Background: an optimization exercise with open tools, aiming at small area, a short achievable clock period and few clock cycles. Do not read the settings as production practice. Function was checked by simulation only, so behaviour that the tests miss may differ from the original. Power figures rest on the tool's default switching activity, not on a simulated workload.

==> design.v <==
package lkc_pkg;
  localparam int DEF_ENTRIES  = 16;
  localparam int DEF_KEY_BITS = 32;
  localparam int KEY_W  = 32;
  localparam int SLOT_W = 4;
  localparam int CAP_W  = 5;
  localparam logic [CAP_W-1:0] CAP_RESET = 5'd16;
  typedef struct packed {
    logic [KEY_W-1:0] key_value;
    logic             side;
  } req_t;
  typedef struct packed {
    logic              hit;
    logic [SLOT_W-1:0] slot;
    logic              evicted;
    logic [KEY_W-1:0]  evicted_key;
    logic              evicted_side;
  } rsp_t;
endpackage
module lkc_cell #(
  parameter int TAG_W = 33,
  parameter int AGE_W = 4
) (
  input  logic             clk,
  input  logic             rst,
  input  logic [TAG_W-1:0] cmp_tag,    
  output logic             match,      
  input  logic             upd,        
  input  logic             acc,        
  input  logic             fill,       
  input  logic             inv,        
  input  logic             older,      
  input  logic             miss,       
  input  logic [TAG_W-1:0] new_tag,
  output logic             valid,
  output logic [AGE_W-1:0] age,
  output logic [TAG_W-1:0] tag
);
  assign match = valid && (tag == cmp_tag);
  always_ff @(posedge clk) begin
    if (rst) begin
      valid <= 1'b0;
    end else if (upd) begin
      if (acc) begin
        valid <= 1'b1;
      end else if (inv) begin
        valid <= 1'b0;
      end
    end
  end
  always_ff @(posedge clk) begin
    if (upd) begin
      if (acc) begin
        age <= '0;
      end else if (valid && (miss || older)) begin
        age <= age + 1'b1;
      end
    end
  end
  always_ff @(posedge clk) begin
    if (fill) begin
      tag <= new_tag;
    end
  end
endmodule
module lru_key_cache_tracker #(
  parameter int ENTRIES  = lkc_pkg::DEF_ENTRIES,
  parameter int KEY_BITS = lkc_pkg::DEF_KEY_BITS
) (
  input  logic                      clk,
  input  logic                      rst,
  input  logic                      start,
  output logic                      busy,
  input  lkc_pkg::req_t             req,
  output logic                      done,
  output lkc_pkg::rsp_t             rsp,
  input  logic                      cfg_wr_en,
  input  logic [lkc_pkg::CAP_W-1:0] cfg_wr_data
);
  localparam int N     = 16;
  localparam int AGE_W = 4;
  localparam int TAG_W = 33;
  localparam int CNT_W = 5;
  logic             v1, v2;
  logic [TAG_W-1:0] t1, t2;
  logic [N-1:0]     mr;         
  logic             eqp;        
  logic [N-1:0]     fill_r;     
  logic [N-1:0]     inv_r;      
  logic [CNT_W-1:0] count;
  logic [CNT_W-1:0] cm1, cm2;   
  logic [CNT_W-1:0] capacity;
  logic [CNT_W-1:0] eff;
  logic [N-1:0]     valid;
  logic [N-1:0]     match;
  logic [AGE_W-1:0] age [N];
  logic [TAG_W-1:0] tag [N];
  logic [N-1:0]     m, is_old, is_sec, free_low, miss_slot, acc, fill, inv, victim, older;
  logic             hit, miss, hit_old, gt, ge, upd, ev;
  logic [AGE_W-1:0] h;
  logic [3:0]       slot;
  logic [TAG_W-1:0] ev_tag;
  assign busy = 1'b0;
  always_ff @(posedge clk) begin
    if (rst) begin
      v1 <= 1'b0;
    end else begin
      v1 <= start;
    end
    t1 <= {req.side, req.key_value};
  end
  always_ff @(posedge clk) begin
    if (rst) begin
      v2 <= 1'b0;
    end else begin
      v2 <= v1;
    end
    t2  <= t1;
    mr  <= match;
    eqp <= (t1 == t2);
  end
  for (genvar i = 0; i < N; i++) begin : g_cell
    lkc_cell #(
      .TAG_W (TAG_W),
      .AGE_W (AGE_W)
    ) u_cell (
      .clk     (clk),
      .rst     (rst),
      .cmp_tag (t1),
      .match   (match[i]),
      .upd     (upd),
      .acc     (acc[i]),
      .fill    (fill[i]),
      .inv     (inv[i]),
      .older   (older[i]),
      .miss    (miss),
      .new_tag (t2),
      .valid   (valid[i]),
      .age     (age[i]),
      .tag     (tag[i])
    );
  end
  always_ff @(posedge clk) begin
    if (rst) begin
      capacity <= lkc_pkg::CAP_RESET;
    end else if (cfg_wr_en) begin
      capacity <= cfg_wr_data;
    end
  end
  always_comb begin
    if (capacity == '0) begin
      eff = CNT_W'(1);
    end else if (capacity > CNT_W'(N)) begin
      eff = CNT_W'(N);
    end else begin
      eff = capacity;
    end
  end
  assign gt = (count > eff);
  assign ge = (count >= eff);
  always_comb begin
    for (int i = 0; i < N; i++) begin
      m[i]      = fill_r[i] ? eqp : (mr[i] && !inv_r[i]);
      is_old[i] = valid[i] && (CNT_W'(age[i]) == cm1);
      is_sec[i] = valid[i] && (CNT_W'(age[i]) == cm2);
    end
    free_low = ~valid & (valid + 1'b1);
    hit      = |m;
    miss     = !hit;
    upd      = v2;
    hit_old  = |(m & is_old);
    h        = '0;
    for (int i = 0; i < N; i++) begin
      h = h | (m[i] ? age[i] : '0);
    end
    for (int i = 0; i < N; i++) begin
      older[i] = (age[i] < h);
    end
    miss_slot = ge ? is_old : free_low;
    if (hit) begin
      acc    = m;
      fill   = '0;
      inv    = gt ? (hit_old ? is_sec : is_old) : '0;
      victim = inv;
      ev     = gt;
    end else begin
      acc    = miss_slot;
      fill   = v2 ? miss_slot : '0;
      inv    = '0;
      victim = ge ? is_old : '0;
      ev     = ge;
    end
    slot = '0;
    for (int i = 0; i < N; i++) begin
      slot = slot | (acc[i] ? 4'(i) : 4'd0);
    end
    ev_tag = '0;
    for (int i = 0; i < N; i++) begin
      ev_tag = ev_tag | (victim[i] ? tag[i] : '0);
    end
  end
  always_ff @(posedge clk) begin
    if (rst) begin
      count  <= '0;
      cm1    <= '1;
      cm2    <= '1 - 1'b1;
      fill_r <= '0;
      inv_r  <= '0;
      done   <= 1'b0;
    end else begin
      done   <= v2;
      fill_r <= fill;
      inv_r  <= v2 ? inv : '0;
      if (v2) begin
        if (miss && !ge) begin
          count <= count + 1'b1;
          cm1   <= cm1 + 1'b1;
          cm2   <= cm2 + 1'b1;
        end else if (hit && gt) begin
          count <= count - 1'b1;
          cm1   <= cm1 - 1'b1;
          cm2   <= cm2 - 1'b1;
        end
      end
    end
  end
  always_ff @(posedge clk) begin
    if (v2) begin
      rsp.hit          <= hit;
      rsp.slot         <= slot;
      rsp.evicted      <= ev;
      rsp.evicted_key  <= ev_tag[31:0];
      rsp.evicted_side <= ev_tag[32];
    end
  end
endmodule
==> run.sh <==
#!/bin/bash
# synth_recipe.tcl (not shown) runs the flow's synth.tcl, then flattens the netlist and writes it again
# the make line also repeats each setting of config.mk as NAME=value (left out here)
make -C /OpenROAD-flow-scripts/flow DESIGN_CONFIG=/design/flow/config.mk WORK_HOME=/design/flow/orfs CLKGATE_MAP_FILE= SYNTH_SCRIPT=/design/flow/synth_recipe.tcl finish
==> config.mk <==
export PLATFORM = sky130hd
export DESIGN_NAME = lru_key_cache_tracker
export DESIGN_NICKNAME = lru_key_cache_tracker
export VERILOG_FILES = /design/flow/design.v
export SDC_FILE = /design/flow/constraint.sdc
export NUM_CORES = 4
export LEC_CHECK = 0
export CAP_MARGIN = 20
export CORE_MARGIN = 2
export CORE_UTILIZATION = 40
export SLEW_MARGIN = 20
==> constraint.sdc <==
create_clock -name core_clock -period 5.0 [get_ports {clk}]
set_input_delay 1.0000 -clock core_clock [delete_from_list [all_inputs] [get_ports {clk}]]
set_output_delay 1.0000 -clock core_clock [all_outputs]
set_load 0.01 [all_outputs]
==> key figures <==
CTS
  • Post-CTS Setup Bufs: 0
  • Clock-pin slew on the worst setup and hold paths: about 0.060 ns
  • Worst-Skew Late Latency: approximately 0.7 ns
  • # H-tree levels: 3
  • Root Buffer Master: clkbuf_16
  • CTS buffer count: 88
  • Number of gates resized after cts: 0
  • CTS tree: done
  • Cts hold-fix bufs: 0
  • Clock tree buffer depth: 3
  • TritonCTS Sinks: between 700 and 800

Critical path
  • Critical path class: register to register
  • Worst setup startpoint: cm1[1]$_SDFFE_PP1P_
  • Critical Path RT: about 5.4 ns
  • CP Data Arrival Time: 5.23 ns
  • Reg2Reg Depth: 13
  • Crit start category: register
  • Reg-to-Reg End: rsp[1]$_DFFE_PP_
  • CP endpoint kind: register
  • RR Startpoint: cm1[1]$_SDFFE_PP1P_
  • R2R setup slack: about 0.18 ns
  • Worst Setup EP: rsp[1]$_DFFE_PP_
  • CP Max Fanout: 15

Synth
  • Predominant post-synthesis flop cell: edfxtp_1
  • Syn nets: approximately 3600
  • Post-synth EDFFs: roughly 630
  • Seq cells post-synth: a little under 800
  • Sequential fraction of the synthesis area: a little over half
  • Mapped Area: slightly above 40000 um^2
  • Synth warnings: 4
  • Post-synth ARST share: 0%
  • Post-synth cell types: 80
  • Syn Area/Cell: 11.92 um^2
  • Syn Inst Count: roughly 3500

Route
  • Drt first pass iters: 9
  • Total wire length: 224400 um
  • DR DRC count: 0
  • Vias: 35080
  • Drt initial violations: 7124
  • Routed vias/inst: 6.961
  • Routed Antenna Nets: 0
  • Wire per inst: roughly 45 um

Final layout
  • Fillcell total: just over 9000
  • Final Core Density: approximately 47%
  • Post-route cell area: roughly 48000 um^2
  • Most frequent cells in the layout: 631 x edfxtp_1, 486 x xnor2_1, 211 x xor2_1
  • Register area: about 22000 um^2
  • Area delta synth->final: 16.69%
  • Multi-input logic area: approximately 18000 um^2
  • Layout Nets: between 3000 and 4000
  • Layout cells sized above 1: 12.52%
  • Commonest non-fill, non-tap cell in the layout: edfxtp_1

Global route
  • First-pass GRT wire length: 298800 um
  • GRT Total Usage: between 40% and 50%
  • Largest net degree at the start of global routing: 36
  • Antenna violations before repair: 20
  • Vias in the first global route: 32640
  • Gr ovfl total: 0

Floorplan
  • Die height: around 330 um
  • Width of the die: roughly 330 um
  • Core area: about 100000 um^2
  • Row Count: around 120
  • IO Count: 83
  • DIE AREA: between 100000 and 150000 um^2
  • Starting Density: 40.43%

Place
  • Routability congestion estimate: 1.091
  • Placed Instance Area: 45010 um^2
  • IO buf count: 81
  • Dpl hpwl: around 160000 um

STA
  • RSZ-0062 raised after global routing: no
  • Hold Slack: around 0.43 ns
  • Count of final setup violators: 0
  • Tmin final: between 4 and 5 ns
  • Final Hold Viols: 0
  • Max-slew violations: 0
  • Setup Skew: approximately 0.048 ns
  • Tcrit/Tclk final: a little over nine tenths
  • Max Freq: 207.7 MHz
  • Slew HR: a little over a tenth
  • Worst Max-Slew Pin Slew: roughly 1.3 ns
  • Setup TNS: 0 ns

Pwr
  • Switching power: ~3.8 mW
  • Int Pwr: between 10 and 15 mW
  • Sw Share: between 20% and 30%
  • LEAKAGE: between 15 and 20 nW
  • Comb power frac: 7.3%
  • Sequential power share: between 40% and 50%
  • Peak supply drop: approximately 0.26 mV
  • Cell Pwr Density: approximately 320 nW/um^2
  • Clock network power share: 45.4%

Min path
  • Worst hold path class: register to register

Job
  • Max-cap viol count: 0

Outcome
  • Outcome: no timing/DRC/antenna violations
## power by group through the flow
stage	Clock (mW)	Sequential, mW	Combinational [mW]
after floorplan	0	7.32	0.584
after global placement	0	7.39	1.05
after detailed placement	0	7.39	1.05
after CTS	7.01	7.25	1.06
after global routing	7.23	7.26	1.13
final	6.96	7.25	1.11
## flip-flops by register name, summed over array words and instances (netlist names), 16 cells and up
register / cells
g_cell.u_cell.age: 64
fill_r: 16
g_cell.u_cell.tag: 528
inv_r: 16
t2: 33
g_cell.u_cell.valid: 16
t1: 33
rsp: 39
mr: 16
## logic make-up (layout without fill, tap and decap cells)
kind of cell	after synthesis	in the layout	share of synthesized area, %
other	1	6	0.009090
flip-flops	785	785	53.40
adder cells (fa/ha/maj)	81	81	2.511
AND/OR/NAND/NOR	807	807	10.79
AO/OA/AOI/OAI	784	784	15.17
multiplexers	7	7	0.1698
XOR/XNOR	701	701	14.88
buffers and inverters	294	501	3.060
## worst max-delay path: stages, from the launching register on
cell	delay, ns
dfxtp_1	0.90
buf_4	0.29
xnor2_1	0.12
o2111ai_1	0.13
nor3_1	0.36
a22oi_1	0.17
nand4_2	0.40
buf_4	0.25
or4_1	0.59
nand2_2	0.11
buf_4	0.29
a22o_1	0.22
a2111oi_0	0.53
nand3_1	0.14
## final cells by class
class                      instances  share of cell area, %
tap                             1368                  3.555
inverter                          44                 0.3431
antenna                            5                0.02599
clock inverter                    54                  1.183
clock buffer                     111                  5.232
multi-input combinational       2381                  37.80
timing repair buffer             292                  6.092
sequential                       785                  45.77
## through the flow
stage,setup slack [ns],cells,power [mW]
floorplan,0.7758,3460,7.899
global route,0.06249,5035,15.62
CTS,0.3558,5035,15.31
global placement,0.3921,4870,8.438
detailed placement,0.3630,4870,8.437
finish,0.1844,5040,15.33
## routing by layer
metal	GRT usage [%]	vias to the layer above	wire, um
met1	51.28	17230	80370
met3	12.74	972	28660
met5	0	-	118
li1	-	13620	-
met2	60.66	3238	92880
met4	31.61	20	22360
## worst min path at each step
stage | start | endpoint | slack (ns) | depth (start not counted)
6_report | v1$_SDFF_PP0_ | v2$_SDFF_PP0_ | 0.43 | 1
2_1_floorplan | t1[0]$_DFF_P_ | t2[0]$_DFF_P_ | 0.33 | 0
3_5_place_dp | v1$_SDFF_PP0_ | v2$_SDFF_PP0_ | 0.42 | 1
4_1_cts | v1$_SDFF_PP0_ | v2$_SDFF_PP0_ | 0.44 | 1
5_1_grt | t1[17]$_DFF_P_ | t2[17]$_DFF_P_ | 0.46 | 0
3_3_place_gp | v1$_SDFF_PP0_ | v2$_SDFF_PP0_ | 0.42 | 1
## Yosys cell counts, drive strengths merged, types with 3 or more instances
cell type  number  area, um^2
and4           26       227.7
a2111oi        46       430.4
inv            43       161.4
nand2         157       606.8
nor2          134       505.5
a21o           16       120.1
a21oi          48       244.0
clkbuf        178       669.4
a211oi         16       120.1
a221oi        105       919.6
edfxtp        631       18950
o31ai           3       22.52
dfxtp         154        3083
nor3b          19       142.6
o22ai           3       18.77
o211ai         20       214.0
mux2i           7       70.07
a21boi         46       345.3
a22o          164        1436
ha             78       975.9
o221ai          8       70.07
or4             4       30.03
nand2b         37       231.5
o2111ai        11       96.34
or4b            3       30.03
a22oi         172        1301
nand4         183        1207
buf            72       427.9
nor2b           6       37.54
nand3          59       295.3
nor3           32       196.4
nor4           82       519.3
o21ai          66       334.1
and2           29       186.4
a222oi         46       460.4
or2            11       68.82
fa              3       60.06
xnor2         489        4283
or3             4       25.02
and3           16       100.1
xor2          212        1857
Testbench counts, summed over its fixed seeds: cycles 3,960.

re-timing with driven ports:
The flow's constraints put no driver on any port. The routed layout listed below was extracted and timed again, unchanged, in two steps. Step 1 (the two cells are an assumption about what drives the block):
set clk [get_ports {clk}]
set_driving_cell -lib_cell sky130_fd_sc_hd__clkbuf_16 $clk
set_driving_cell -lib_cell sky130_fd_sc_hd__buf_2 [delete_from_list [all_inputs] $clk]
Step 2 moves the port delays by t, midway between the first and last clock arrival at a register: inputs arrive t later, outputs are due t later. That takes back most of the time a late clock gives input paths. Slacks: no drivers / after step 1 / after step 2; pairs: no drivers / after step 1.
t, ns: 0.752
slack for setup (ns): 0.184 / 0.184 / 0.184
hold WS [ns]: 0.433 / 0.433 / 0.433
worst setup path at the end: register to register
cell pins on the clock port's net: 1
After both steps setup and hold are still met in this run. For this run, drivers alone change the setup slack by 0.000 ns; drivers and shift together by 0.000 ns.
